This design comes from an exercise in tuning for small area and a short achievable clock period on the open sky130 flow, not from production work.
RTL that was checked went through simulation tests only; none was proved equivalent to the original.
No activity file was given, so power comes from the tool's default toggle rates.

==> job 6090 <==
## conv3x3_pe
module conv3x3_pe #(
    parameter int SHIFT = 4,
    parameter int ACC_W = 21
) (
    input  logic         clk,
    input  logic         rst,
    input  logic [7:0]   p00,
    input  logic [7:0]   p01,
    input  logic [7:0]   p02,
    input  logic [7:0]   p10,
    input  logic [7:0]   p11,
    input  logic [7:0]   p12,
    input  logic [7:0]   p20,
    input  logic [7:0]   p21,
    input  logic [7:0]   p22,
    input  logic         window_valid,
    input  logic         w_load,
    input  logic [3:0]   w_idx,
    input  logic [7:0]   w_data,
    output logic [7:0]   out_pixel,
    output logic         out_valid,
    output logic [15:0]  out_count
);
Settings: LEC_CHECK=0, ABC_CLOCK_PERIOD_IN_PS=2000, CAP_MARGIN=20, CORE_MARGIN=2, CORE_UTILIZATION=55, CTS_CLUSTER_DIAMETER=130, CTS_CLUSTER_SIZE=24, PLACE_DENSITY=0.7, SETUP_SLACK_MARGIN=2.5, SLEW_MARGIN=20, SYNTH_HIERARCHICAL=1, SYNTH_MINIMUM_KEEP_SIZE=0; clock period 5.5 ns.
standard.sh (not shown) runs the stock make flow with config.mk's settings and CLKGATE_MAP_FILE= SYNTH_SCRIPT=/design/flow/synth_recipe.tcl, a recipe that flattens the netlist after the stock synthesis.
==> flow/flow/run.sh <==
#!/bin/bash
# Own flow: the standard layout (standard.sh: the standard synthesis and
# ORFS steps, unchanged), except that the port buffers buffer_ports inserts
# during global placement are plain buf_1 cells instead of the default pick.
set -euo pipefail
export BUFFER_PORTS_ARGS="-buffer_cell sky130_fd_sc_hd__buf_1"
bash standard.sh > standard_flow.log 2>&1
==> job 7522: changes against job 6090 <==
--- a/flow/design.v
+++ b/flow/design.v
@@ -108,22 +108,21 @@
             bm = (m == 0) ? 1'b0 : wd_q[2*m-1];
             wenc[3*m]   = b0 ^ bm;
             wenc[3*m+1] = (b1 & ~b0 & ~bm) | (~b1 & b0 & bm);
             wenc[3*m+2] = b1 & ~(b0 & bm);
         end
     end
+    logic [11:0] wenc_r, wenc_r4;
+    logic [7:0]  wd_r;
+    assign wenc_r  = rst ? 12'h000 : wenc;
+    assign wenc_r4 = rst ? 12'h040 : wenc;
+    assign wd_r    = rst ? 8'h00 : wd_q;
     always_ff @(posedge clk) begin
-        if (rst) begin
-            for (int i = 0; i < 9; i++) kb_q[i] <= '0;
-            kb_q[4] <= 12'h040;
-            bias_q  <= '0;
-        end else begin
-            for (int i = 0; i < 9; i++)
-                if (wl_q && wi_q == 4'(i)) kb_q[i] <= wenc;
-            if (wl_q && wi_q == 4'd9) bias_q <= wd_q;
-        end
+        for (int i = 0; i < 9; i++)
+            if (rst || (wl_q && wi_q == 4'(i))) kb_q[i] <= (i == 4) ? wenc_r4 : wenc_r;
+        if (rst || (wl_q && wi_q == 4'd9)) bias_q <= wd_r;
     end
     csa_fa u_t1 (.a(kb_q[0][2]), .b(kb_q[1][2]), .c(kb_q[2][2]), .s(t1), .co(t2));
     csa_fa u_t3 (.a(kb_q[3][2]), .b(kb_q[4][2]), .c(kb_q[5][2]), .s(t3), .co(t4));
     csa_fa u_t5 (.a(kb_q[6][2]), .b(kb_q[7][2]), .c(kb_q[8][2]), .s(t5), .co(t6));
     csa_fa u_t7 (.a(bias_q[0]), .b((((kb_q[0][0] & px_q[0][0])) ^ kb_q[0][2])), .c((((kb_q[1][0] & px_q[1][0])) ^ kb_q[1][2])), .s(t7), .co(t8));
     csa_fa u_t9 (.a((((kb_q[2][0] & px_q[2][0])) ^ kb_q[2][2])), .b((((kb_q[3][0] & px_q[3][0])) ^ kb_q[3][2])), .c((((kb_q[4][0] & px_q[4][0])) ^ kb_q[4][2])), .s(t9), .co(t10));
--- a/flow/config.mk
+++ b/flow/config.mk
@@ -9,10 +9,10 @@
 export CAP_MARGIN = 20
 export CORE_MARGIN = 2
 export CORE_UTILIZATION = 55
 export CTS_CLUSTER_DIAMETER = 130
 export CTS_CLUSTER_SIZE = 24
 export PLACE_DENSITY = 0.7
-export SETUP_SLACK_MARGIN = 2.5
+export SETUP_SLACK_MARGIN = 2.3
 export SLEW_MARGIN = 20
 export SYNTH_HIERARCHICAL = 1
 export SYNTH_MINIMUM_KEEP_SIZE = 0
==> run summary <==
                                                                                  job 6090                 job 7522
Die area                                                                        44400 um^2               43900 um^2
Vias in the first global route                                                       16400                    15000
Min setup slack post-route                                                         2.26 ns                  2.23 ns
Placement Setup Slack                                                              2.06 ns                  1.79 ns
Area of the multi-input gates                                                   16500 um^2               14900 um^2
Total Routing Usage GR                                                               34.2%                    33.1%
Fraction of final layout cells with drive strength greater than 1                    24.9%                    15.4%
Compound-Gate Fraction of Synth Area                                                 10.6%                    9.31%
Number of synthesized flops with an enable pin                                           0                      116
Result of the run                                                  complete, no violations  complete, no violations
Dpl hpwl                                                                          58800 um                 57100 um
Clk cell area share                                                                  1.89%                    2.05%
Placeable core region                                                           42000 um^2               41900 um^2
Cell-internal power                                                              0.00369 W                0.00961 W
Pre-Repair DR Iteration Count                                                            6                        5
Number of nets in the final layout                                                    2671                     2409
Maximum clock frequency                                                            309 MHz                  306 MHz
Power consumption                                                                0.00530 W                 0.0171 W
Function not checked in job 7522: the RTL went through the layout flow alone.

---

==> job 4502 <==
Another version of the RTL of conv3x3_pe (not shown whole).
clock: 5.5 ns
lec_check: 0
abc_clock_period_in_ps: 2000
cap_margin: 20
core_margin: 2
core_utilization: 40
cts_cluster_diameter: 150
cts_cluster_size: 30
setup_slack_margin: 1.8
slew_margin: 20
synth_hierarchical: 1
synth_minimum_keep_size: 0
Scripts as last shown in full above: flow/flow/run.sh
==> job 2739 (differences from job 4502) <==
CTS_CLUSTER_DIAMETER = not set   (was 150)
CTS_CLUSTER_SIZE = not set   (was 30)
SETUP_SLACK_MARGIN = 2.1   (was 1.8)
==> results.toml <==
[power_and_ir_drop]
powerDensity_nw_per_um2 = 223
total_power_mw = 5.47
irDropWorstVdd_v = 0.000208

[finish]
areaGrowthSynthToFinish_pct = 5.71
clock_cell_area_share_pct = 1.82

[global_route]
use_met2_pct = 37.1

[clock_tree]
cts.clk_slew.worst_paths_ps = 120
clk_latency_ps = 540
post_cts_buffers = 0

[drt]
met2_wirelength_um = 32000
drt_iter0_markers = 1241

[timing]
slew_headroom_pct = 26.9
max_clock_freq_mhz = 273

[worst_setup_path]
critPathMaxStageDelay_ps = 520

[status]
status = "timing/DRC/antenna clean"

[place]
dp.final_hpwl_um = 58500
# the run above: job 4502

==> results.toml <==
[status]
status = "timing/DRC/antenna clean"

[worst_setup_path]
critPathMaxStageDelay_ps = 510

[power_and_ir_drop]
irDropWorstVdd_v = 0.000216
powerDensity_nw_per_um2 = 262
total_power_mw = 6.75

[global_route]
use_met2_pct = 40.1

[clock_tree]
clk_latency_ps = 570
post_cts_buffers = 3
cts.clk_slew.worst_paths_ps = 60

[timing]
slew_headroom_pct = 33.4

[drt]
drt_iter0_markers = 1152
met2_wirelength_um = 34900

[finish]
areaGrowthSynthToFinish_pct = 11.1

[synthesis]
synth_edf_count = 0
# the run above: job 2739


---

==> job 1813 <==
Starting RTL as in the previous note.
==> flow/config.mk <==
export PLATFORM = sky130hd
export DESIGN_NAME = conv3x3_pe
export DESIGN_NICKNAME = conv3x3_pe
export VERILOG_FILES = /design/flow/design.v
export SDC_FILE = /design/flow/constraint.sdc
export NUM_CORES = 4
export LEC_CHECK = 0
export ABC_CLOCK_PERIOD_IN_PS = 2000
export CAP_MARGIN = 20
export CORE_MARGIN = 2
export CORE_UTILIZATION = 40
export SETUP_SLACK_MARGIN = 2.4
export SLEW_MARGIN = 20
export SYNTH_HIERARCHICAL = 1
export SYNTH_MINIMUM_KEEP_SIZE = 0
==> flow/constraint.sdc <==
create_clock -name core_clock -period 5.5 [get_ports {clk}]
set_input_delay 1.1000 -clock core_clock [delete_from_list [all_inputs] [get_ports {clk}]]
set_output_delay 1.1000 -clock core_clock [all_outputs]
set_load 0.01 [all_outputs]
Scripts as last shown in full above: flow/flow/run.sh
==> job 7032 (differences from job 1813) <==
--- a/flow/config.mk
+++ b/flow/config.mk
@@ -9,7 +9,9 @@
 export CAP_MARGIN = 20
 export CORE_MARGIN = 2
 export CORE_UTILIZATION = 40
-export SETUP_SLACK_MARGIN = 2.4
+export CTS_CLUSTER_DIAMETER = 120
+export CTS_CLUSTER_SIZE = 20
+export SETUP_SLACK_MARGIN = 1.8
 export SLEW_MARGIN = 20
 export SYNTH_HIERARCHICAL = 1
 export SYNTH_MINIMUM_KEEP_SIZE = 0
==> job 6591 (differences from job 1813) <==
--- a/flow/config.mk
+++ b/flow/config.mk
@@ -8,8 +8,11 @@
 export ABC_CLOCK_PERIOD_IN_PS = 2000
 export CAP_MARGIN = 20
 export CORE_MARGIN = 2
-export CORE_UTILIZATION = 40
-export SETUP_SLACK_MARGIN = 2.4
+export CORE_UTILIZATION = 55
+export CTS_CLUSTER_DIAMETER = 130
+export CTS_CLUSTER_SIZE = 24
+export PLACE_DENSITY = 0.7
+export SETUP_SLACK_MARGIN = 2.3
 export SLEW_MARGIN = 20
 export SYNTH_HIERARCHICAL = 1
 export SYNTH_MINIMUM_KEEP_SIZE = 0
==> comparison <==
In job 6591 the combinational power is higher than in job 1813, by about 5%. Via count, lowest first: job 7032, job 1813, job 6591. Die area: job 6591 is lower than job 7032 (27%). Register-to-register slack: job 7032 < job 1813 < job 6591. Job 1813 finished clean. Job 6591 completed with no timing, DRC or antenna violations. Job 7032 finished clean. Cell count, lowest first: job 6591, job 7032, job 1813. Between job 7032 and job 6591, the lower sequential power is in job 6591 (gap about 2%, measured against job 6591). In job 6591 the hold slack is better than in job 7032, by 2.3 ps. In job 6591 the sequential share of layout area is higher than in job 1813, by 1.8 points. Between job 1813 and job 7032, the lower clock skew is in job 7032 (gap 5.7 ps). First-iteration DRC count, highest first: job 6591, job 1813, job 7032.
==> figures <==
Result of the run: job 1813 finished clean; job 7032 finished clean; job 6591 finished clean
Placed Instance Area: job 1813 24,100 sq um; job 7032 24,000 sq um; job 6591 23,800 sq um
Detailed placement HPWL: job 1813 58,800 um; job 7032 58,500 um; job 6591 55,100 um
Net switching component of the power: job 1813 0.00225 W; job 7032 0.00191 W; job 6591 0.00193 W
DR WL met3: job 1813 6160 um; job 7032 4850 um; job 6591 6320 um
Power consumed by combinational cells: job 1813 0.00183 W; job 7032 0.00157 W; job 6591 0.00193 W
Hold Slack: job 1813 437 ps; job 7032 442 ps; job 6591 444 ps
Internal: job 1813 0.00477 W; job 7032 0.00377 W; job 6591 0.00386 W
Period utilization: job 1813 66.3%; job 7032 66.6%; job 6591 65.6%
Deepest level of the CTS H-tree: job 1813 2; job 7032 1; job 6591 1
Final cell count without fillers: job 1813 2,947; job 7032 2,806; job 6591 2,661
Grt met2 use: job 1813 41.2%; job 7032 38.2%; job 6591 49.4%
Worst flop-to-flop path endpoint: job 1813 ht_q[7]; job 7032 r2_q[37]; job 6591 ht_q[7]
Largest Pwr Group: job 1813 clock; job 7032 sequential cells; job 6591 sequential cells
Power per Cell Area: job 1813 249 nW/um^2; job 7032 230 nW/um^2; job 6591 219 nW/um^2
Combinational group share of total power: job 1813 26.1%; job 7032 27.6%; job 6591 33.4%
Clock network share of area: job 1813 4.62%; job 7032 2.34%; job 6591 1.70%
Fmax: job 1813 274 MHz; job 7032 273 MHz; job 6591 277 MHz
Num CTS Buffers: job 1813 38; job 7032 20; job 6591 16
Most common library cell in the layout ignoring fill and taps: job 1813 sky130_fd_sc_hd__nand2_1; job 7032 sky130_fd_sc_hd__fa_1; job 6591 sky130_fd_sc_hd__nand2_1
Via total after detailed routing: job 1813 15,700; job 7032 15,000; job 6591 15,700
Non-clock buffering overhead in the final layout: job 1813 5.48%; job 7032 1.93%; job 6591 4.96%

## afterwards: timing with drivers on the ports
The flow's constraints put no driver on any port. The routed layouts listed below were extracted and timed again, unchanged, in two steps.
Step 1 sets driving cells, clkbuf_16 on the clock port and buf_2 on the other inputs (assumed; they add their load-dependent delay and slew).
Step 2 moves the port delays by t, midway between the first and last clock arrival at a register: inputs arrive t later, outputs are due t later. That takes back most of the time a late clock gives input paths.
Slacks: ideal / step 1 / step 2; pairs: ideal / step 1.
run	shift t [ns]	setup WS [ns]	clock arrival spread, ns	worst slew at a driven data input, ns
job 6090	0.601	2.265 / 2.265 / 2.265	0.055 / 0.055	0.05
job 7522	0.601	2.231 / 2.231 / 2.231	0.025 / 0.024	0.05
job 4502	0.591	1.843 / 1.843 / 1.843	0.022 / 0.021	0.06
job 2739	0.612	1.871 / 1.871 / 1.871	0.029 / 0.028	0.04
job 1813	0.624	1.855 / 1.855 / 1.855	0.044 / 0.044	0.05
job 7032	0.604	1.834 / 1.834 / 1.834	0.038 / 0.038	0.06
job 6591	0.585	1.891 / 1.891 / 1.891	0.025 / 0.025	0.05
After both steps every run listed still meets setup and hold.
